Context: an optimization exercise on an open-source flow, tuned for small area, a short achievable clock period and few clock cycles per item. The choices shown serve that exercise and are no tape-out recipe.
Function was checked by simulation only, so behaviour that the tests miss may differ from the original.

== green ==
==> flow/design.v <==
`default_nettype none
package idt_pkg;
	localparam int LEVEL_BITS = 12;
	localparam int IN_COL_BITS = 12;
	typedef enum logic [1:0] {
		KIND_INDENT = 2'd0,
		KIND_DEDENT = 2'd1,
		KIND_ERROR  = 2'd2
	} token_kind_t;
	typedef enum logic [1:0] {
		ERR_NONE     = 2'd0,
		ERR_DEPTH    = 2'd1,
		ERR_MISMATCH = 2'd2
	} error_code_t;
	typedef struct packed {
		logic                  last;
		logic [LEVEL_BITS-1:0] level;
		error_code_t           code;
		token_kind_t           kind;
	} result_t;
endpackage
`default_nettype wire
`default_nettype none
module idt_stack_ram #(
	parameter int DEPTH = 64,
	parameter int WIDTH = 12
) (
	input  wire logic             clk,
	input  wire logic             push,
	input  wire logic             pop,
	input  wire logic [WIDTH-1:0] wr_data,
	output logic      [WIDTH-1:0] top,
	output logic      [WIDTH-1:0] second
);
	localparam int N = DEPTH - 1;
	logic [WIDTH-1:0] mem [N];
	always_ff @(posedge clk) begin
		if (push) begin
			mem[0] <= wr_data;
			for (int i = 1; i < N; i++) mem[i] <= mem[i-1];
		end else if (pop) begin
			for (int i = 0; i < N - 1; i++) mem[i] <= mem[i+1];
		end
	end
	assign top    = mem[0];
	assign second = mem[1];
endmodule
`default_nettype wire
`default_nettype none
module idt_ctrl #(
	parameter int STACK_DEPTH = 64,
	parameter int COLUMN_BITS = 12
) (
	input  wire logic                   clk,
	input  wire logic                   arst_n,
	input  wire logic                   in_valid,
	output logic                        in_take,
	input  wire logic [COLUMN_BITS-1:0] in_col,
	input  wire logic                   in_skip,
	output logic                        out_valid,
	input  wire logic                   out_ready,
	output idt_pkg::result_t            out_res,
	output logic                        st_push,
	output logic                        st_pop,
	input  wire logic [COLUMN_BITS-1:0] st_top,
	input  wire logic [COLUMN_BITS-1:0] st_second
);
	localparam int DW = $clog2(STACK_DEPTH);
	localparam int LB = idt_pkg::LEVEL_BITS;
	logic [DW-1:0]          d_q, d_d;
	logic                   ge1_q, ge1_d;    
	logic                   ge2_q, ge2_d;    
	logic                   full_q, full_d;  
	logic                   halted_q, halted_d;
	logic                   busy_q, busy_d;  
	logic                   errp_q, errp_d;  
	logic [COLUMN_BITS-1:0] col_q, col_d;
	logic                   out_valid_q, out_valid_d;
	idt_pkg::result_t       out_res_q, out_res_d;
	logic                   out_free;
	logic [COLUMN_BITS-1:0] top, sec, col_e;
	logic                   in_gt, in_lt, sec_gt, sec_eq;
	assign out_free = !out_valid_q || out_ready;
	assign top      = ge1_q ? st_top : '0;
	assign sec      = ge2_q ? st_second : '0;
	assign col_e    = busy_q ? col_q : in_col;
	assign in_gt    = in_col > top;
	assign in_lt    = in_col < top;
	assign sec_gt   = sec > col_e;
	assign sec_eq   = sec == col_e;
	assign out_valid = out_valid_q;
	assign out_res   = out_res_q;
	always_comb begin
		d_d         = d_q;
		halted_d    = halted_q;
		busy_d      = busy_q;
		errp_d      = errp_q;
		col_d       = col_q;
		out_valid_d = out_valid_q && !out_ready;
		out_res_d   = out_res_q;
		in_take     = 1'b0;
		st_push     = 1'b0;
		st_pop      = 1'b0;
		if (errp_q) begin
			if (out_free) begin
				errp_d         = 1'b0;
				halted_d       = 1'b1;
				out_valid_d    = 1'b1;
				out_res_d.last  = 1'b1;
				out_res_d.level = LB'(top);
				out_res_d.code  = idt_pkg::ERR_MISMATCH;
				out_res_d.kind  = idt_pkg::KIND_ERROR;
			end
		end else if (busy_q) begin
			if (out_free) begin
				st_pop = 1'b1;
			end
		end else if (in_valid && out_free) begin
			in_take = 1'b1;
			col_d   = in_col;
			if (halted_q) begin
				out_valid_d    = 1'b1;
				out_res_d.last  = 1'b1;
				out_res_d.level = LB'(top);
				out_res_d.code  = idt_pkg::ERR_NONE;
				out_res_d.kind  = idt_pkg::KIND_ERROR;
			end else if (!in_skip) begin
				if (in_gt) begin
					out_valid_d = 1'b1;
					out_res_d.last = 1'b1;
					if (full_q) begin
						halted_d        = 1'b1;
						out_res_d.level = LB'(top);
						out_res_d.code  = idt_pkg::ERR_DEPTH;
						out_res_d.kind  = idt_pkg::KIND_ERROR;
					end else begin
						st_push         = 1'b1;
						out_res_d.level = LB'(in_col);
						out_res_d.code  = idt_pkg::ERR_NONE;
						out_res_d.kind  = idt_pkg::KIND_INDENT;
					end
				end else if (in_lt) begin
					st_pop = 1'b1;
				end
			end
		end
		if (st_pop) begin
			busy_d          = sec_gt;
			errp_d          = !sec_gt && !sec_eq;
			out_valid_d     = 1'b1;
			out_res_d.last  = sec_eq;
			out_res_d.level = LB'(sec);
			out_res_d.code  = idt_pkg::ERR_NONE;
			out_res_d.kind  = idt_pkg::KIND_DEDENT;
		end
		ge1_d  = ge1_q;
		ge2_d  = ge2_q;
		full_d = full_q;
		if (st_push) begin
			d_d    = d_q + DW'(1);
			ge1_d  = 1'b1;
			ge2_d  = ge1_q;
			full_d = d_q == DW'(STACK_DEPTH - 2);
		end else if (st_pop) begin
			d_d    = d_q - DW'(1);
			ge1_d  = ge2_q;
			ge2_d  = d_q >= DW'(3);
			full_d = 1'b0;
		end
	end
	always_ff @(posedge clk or negedge arst_n) begin
		if (!arst_n) begin
			d_q         <= '0;
			ge1_q       <= 1'b0;
			ge2_q       <= 1'b0;
			full_q      <= 1'b0;
			halted_q    <= 1'b0;
			busy_q      <= 1'b0;
			errp_q      <= 1'b0;
			out_valid_q <= 1'b0;
		end else begin
			d_q         <= d_d;
			ge1_q       <= ge1_d;
			ge2_q       <= ge2_d;
			full_q      <= full_d;
			halted_q    <= halted_d;
			busy_q      <= busy_d;
			errp_q      <= errp_d;
			out_valid_q <= out_valid_d;
		end
	end
	always_ff @(posedge clk) begin
		col_q     <= col_d;
		out_res_q <= out_res_d;
	end
endmodule
`default_nettype wire
`default_nettype none
module indent_dedent_tracker_core #(
	parameter int STACK_DEPTH = 64,
	parameter int COLUMN_BITS = 12
) (
	input  wire logic        clk,
	input  wire logic        arst_n,
	input  wire logic        s_tvalid,
	output logic             s_tready,
	input  wire logic [15:0] s_tdata,   
	input  wire logic [0:0]  s_tuser,   
	output logic             m_tvalid,
	input  wire logic        m_tready,
	output logic [15:0]      m_tdata,   
	output logic [1:0]       m_tuser,   
	output logic             m_tlast
);
	localparam int CB = idt_pkg::IN_COL_BITS;
	logic          head_v_q, rdy_q;
	logic [CB:0]   head_q, skid_q;    
	logic          acc, take;
	logic [CB:0]   in_item;
	assign s_tready = rdy_q;
	assign acc      = s_tvalid && rdy_q;
	assign in_item  = {s_tuser[0], s_tdata[CB-1:0]};
	always_ff @(posedge clk or negedge arst_n) begin
		if (!arst_n) begin
			head_v_q <= 1'b0;
			rdy_q    <= 1'b1;
		end else begin
			if (!head_v_q || take) begin
				head_v_q <= !rdy_q || acc;
				rdy_q    <= 1'b1;
			end else begin
				rdy_q    <= rdy_q && !acc;
			end
		end
	end
	always_ff @(posedge clk) begin
		if (!head_v_q || take) begin
			head_q <= rdy_q ? in_item : skid_q;
		end
		if (rdy_q) begin
			skid_q <= in_item;
		end
	end
	idt_pkg::result_t       res;
	logic                   push, pop;
	logic [COLUMN_BITS-1:0] st_top, st_second;
	idt_ctrl #(
		.STACK_DEPTH (STACK_DEPTH),
		.COLUMN_BITS (COLUMN_BITS)
	) u_ctrl (
		.clk       (clk),
		.arst_n    (arst_n),
		.in_valid  (head_v_q),
		.in_take   (take),
		.in_col    (head_q[CB-1:0]),
		.in_skip   (head_q[CB]),
		.out_valid (m_tvalid),
		.out_ready (m_tready),
		.out_res   (res),
		.st_push   (push),
		.st_pop    (pop),
		.st_top    (st_top),
		.st_second (st_second)
	);
	idt_stack_ram #(
		.DEPTH (STACK_DEPTH),
		.WIDTH (COLUMN_BITS)
	) u_stack (
		.clk     (clk),
		.push    (push),
		.pop     (pop),
		.wr_data (head_q[CB-1:0]),
		.top     (st_top),
		.second  (st_second)
	);
	assign m_tdata = {2'b00, res.level, res.code};
	assign m_tuser = res.kind;
	assign m_tlast = res.last;
endmodule
`default_nettype wire
Settings: LEC_CHECK=0, CAP_MARGIN=20, CORE_MARGIN=2, CORE_UTILIZATION=40, PLACE_DENSITY=0.6, SLEW_MARGIN=20; clock period 5.0 ns.
run.sh (not shown) runs the stock make flow with config.mk's settings and CLKGATE_MAP_FILE= SYNTH_SCRIPT=/design/flow/synth_recipe.tcl, a recipe that flattens the netlist after the stock synthesis.
green was carried through to the last stage, and its layout satisfied the timing, design-rule and antenna checks.
Testbench counts of green, summed over its fixed seeds: cycles 5,306, lines 4,800.
> inputs changed (green -> orange)
--- a/flow/design.v
+++ b/flow/design.v
@@ -26,6 +26,7 @@
 	parameter int WIDTH = 12
 ) (
 	input  wire logic             clk,
+	input  wire logic             arst_n,
 	input  wire logic             push,
 	input  wire logic             pop,
 	input  wire logic [WIDTH-1:0] wr_data,
@@ -34,13 +35,20 @@
 );
 	localparam int N = DEPTH - 1;
 	logic [WIDTH-1:0] mem [N];
+	logic hold;
+	assign hold = !push && !pop;
+	always_ff @(posedge clk or negedge arst_n) begin
+		if (!arst_n) begin
+			mem[0] <= '0;
+		end else begin
+			mem[0] <= ({WIDTH{push}} & wr_data) | ({WIDTH{pop}} & mem[1]) | ({WIDTH{hold}} & mem[0]);
+		end
+	end
 	always_ff @(posedge clk) begin
-		if (push) begin
-			mem[0] <= wr_data;
-			for (int i = 1; i < N; i++) mem[i] <= mem[i-1];
-		end else if (pop) begin
-			for (int i = 0; i < N - 1; i++) mem[i] <= mem[i+1];
-		end
+		for (int i = 1; i < N - 1; i++) begin
+			mem[i] <= ({WIDTH{push}} & mem[i-1]) | ({WIDTH{pop}} & mem[i+1]) | ({WIDTH{hold}} & mem[i]);
+		end
+		mem[N-1] <= ({WIDTH{push}} & mem[N-2]) | ({WIDTH{hold}} & mem[N-1]);
 	end
 	assign top    = mem[0];
 	assign second = mem[1];
@@ -68,8 +76,6 @@
 	localparam int DW = $clog2(STACK_DEPTH);
 	localparam int LB = idt_pkg::LEVEL_BITS;
 	logic [DW-1:0]          d_q, d_d;
-	logic                   ge1_q, ge1_d;    
-	logic                   ge2_q, ge2_d;    
 	logic                   full_q, full_d;  
 	logic                   halted_q, halted_d;
 	logic                   busy_q, busy_d;  
@@ -81,8 +87,8 @@
 	logic [COLUMN_BITS-1:0] top, sec, col_e;
 	logic                   in_gt, in_lt, sec_gt, sec_eq;
 	assign out_free = !out_valid_q || out_ready;
-	assign top      = ge1_q ? st_top : '0;
-	assign sec      = ge2_q ? st_second : '0;
+	assign top      = st_top;
+	assign sec      = st_second;
 	assign col_e    = busy_q ? col_q : in_col;
 	assign in_gt    = in_col > top;
 	assign in_lt    = in_col < top;
@@ -153,26 +159,18 @@
 			out_res_d.code  = idt_pkg::ERR_NONE;
 			out_res_d.kind  = idt_pkg::KIND_DEDENT;
 		end
-		ge1_d  = ge1_q;
-		ge2_d  = ge2_q;
 		full_d = full_q;
 		if (st_push) begin
 			d_d    = d_q + DW'(1);
-			ge1_d  = 1'b1;
-			ge2_d  = ge1_q;
 			full_d = d_q == DW'(STACK_DEPTH - 2);
 		end else if (st_pop) begin
 			d_d    = d_q - DW'(1);
-			ge1_d  = ge2_q;
-			ge2_d  = d_q >= DW'(3);
 			full_d = 1'b0;
 		end
 	end
 	always_ff @(posedge clk or negedge arst_n) begin
 		if (!arst_n) begin
 			d_q         <= '0;
-			ge1_q       <= 1'b0;
-			ge2_q       <= 1'b0;
 			full_q      <= 1'b0;
 			halted_q    <= 1'b0;
 			busy_q      <= 1'b0;
@@ -180,8 +178,6 @@
 			out_valid_q <= 1'b0;
 		end else begin
 			d_q         <= d_d;
-			ge1_q       <= ge1_d;
-			ge2_q       <= ge2_d;
 			full_q      <= full_d;
 			halted_q    <= halted_d;
 			busy_q      <= busy_d;
@@ -267,6 +263,7 @@
 		.WIDTH (COLUMN_BITS)
 	) u_stack (
 		.clk     (clk),
+		.arst_n  (arst_n),
 		.push    (push),
 		.pop     (pop),
 		.wr_data (head_q[CB-1:0]),
Results
Global-route usage, green and orange: lower on green
Capture point of the critical path = u_stack.mem[59][6]$_DFF_P_: orange; capture point of the critical path = u_ctrl.d_q[4]$_DFFE_PN0P_: green
Compared to green, orange has top fanout value on the critical path 175 higher.
Compared with green, in orange number of tap cells inserted fell by 9.9%, routed via count divided by cell count shows an increase of 0.62.
Going from green to orange, met1 layer wirelength in the final routing grew by more than 10%.
green vs orange, most frequent standard cell in the layout excluding fill and tap cells: edfxtp_1 vs dfxtp_1
Testbench counts of orange, summed over its fixed seeds: cycles 5,306, lines 4,800.

## what the ideal ports hide
No port has a modelled driver above. Below, the same layouts with a new extraction and two added sets of constraints.
Step 1 (the two cells are an assumption about what drives the block):
set clk [get_ports {clk}]
set_driving_cell -lib_cell sky130_fd_sc_hd__clkbuf_16 $clk
set_driving_cell -lib_cell sky130_fd_sc_hd__buf_2 [delete_from_list [all_inputs] $clk]
Step 2 times the ports against the registers' clock, not the clock port: input delays grow and output delays shrink by t, the midpoint of the rising clock arrivals with the driver on.
Three values: no drivers, after step 1, after step 2; two values: the first two.
| run | shift t [ns] | setup slack, ns | hold WS [ns] | worst setup path after step 2 |
|---|---|---|---|---|
| green | 0.682 | 0.766 / 0.766 / 0.548 | 0.444 / 0.444 / 0.444 | input to register |
| orange | 0.678 | 0.924 / 0.924 / 0.551 | 0.460 / 0.460 / 0.460 | input to register |
After both steps setup and hold are still met in every run listed. The setup slack of orange, which loses most, moves by 0.000 ns with the drivers and by -0.373 ns with both steps.
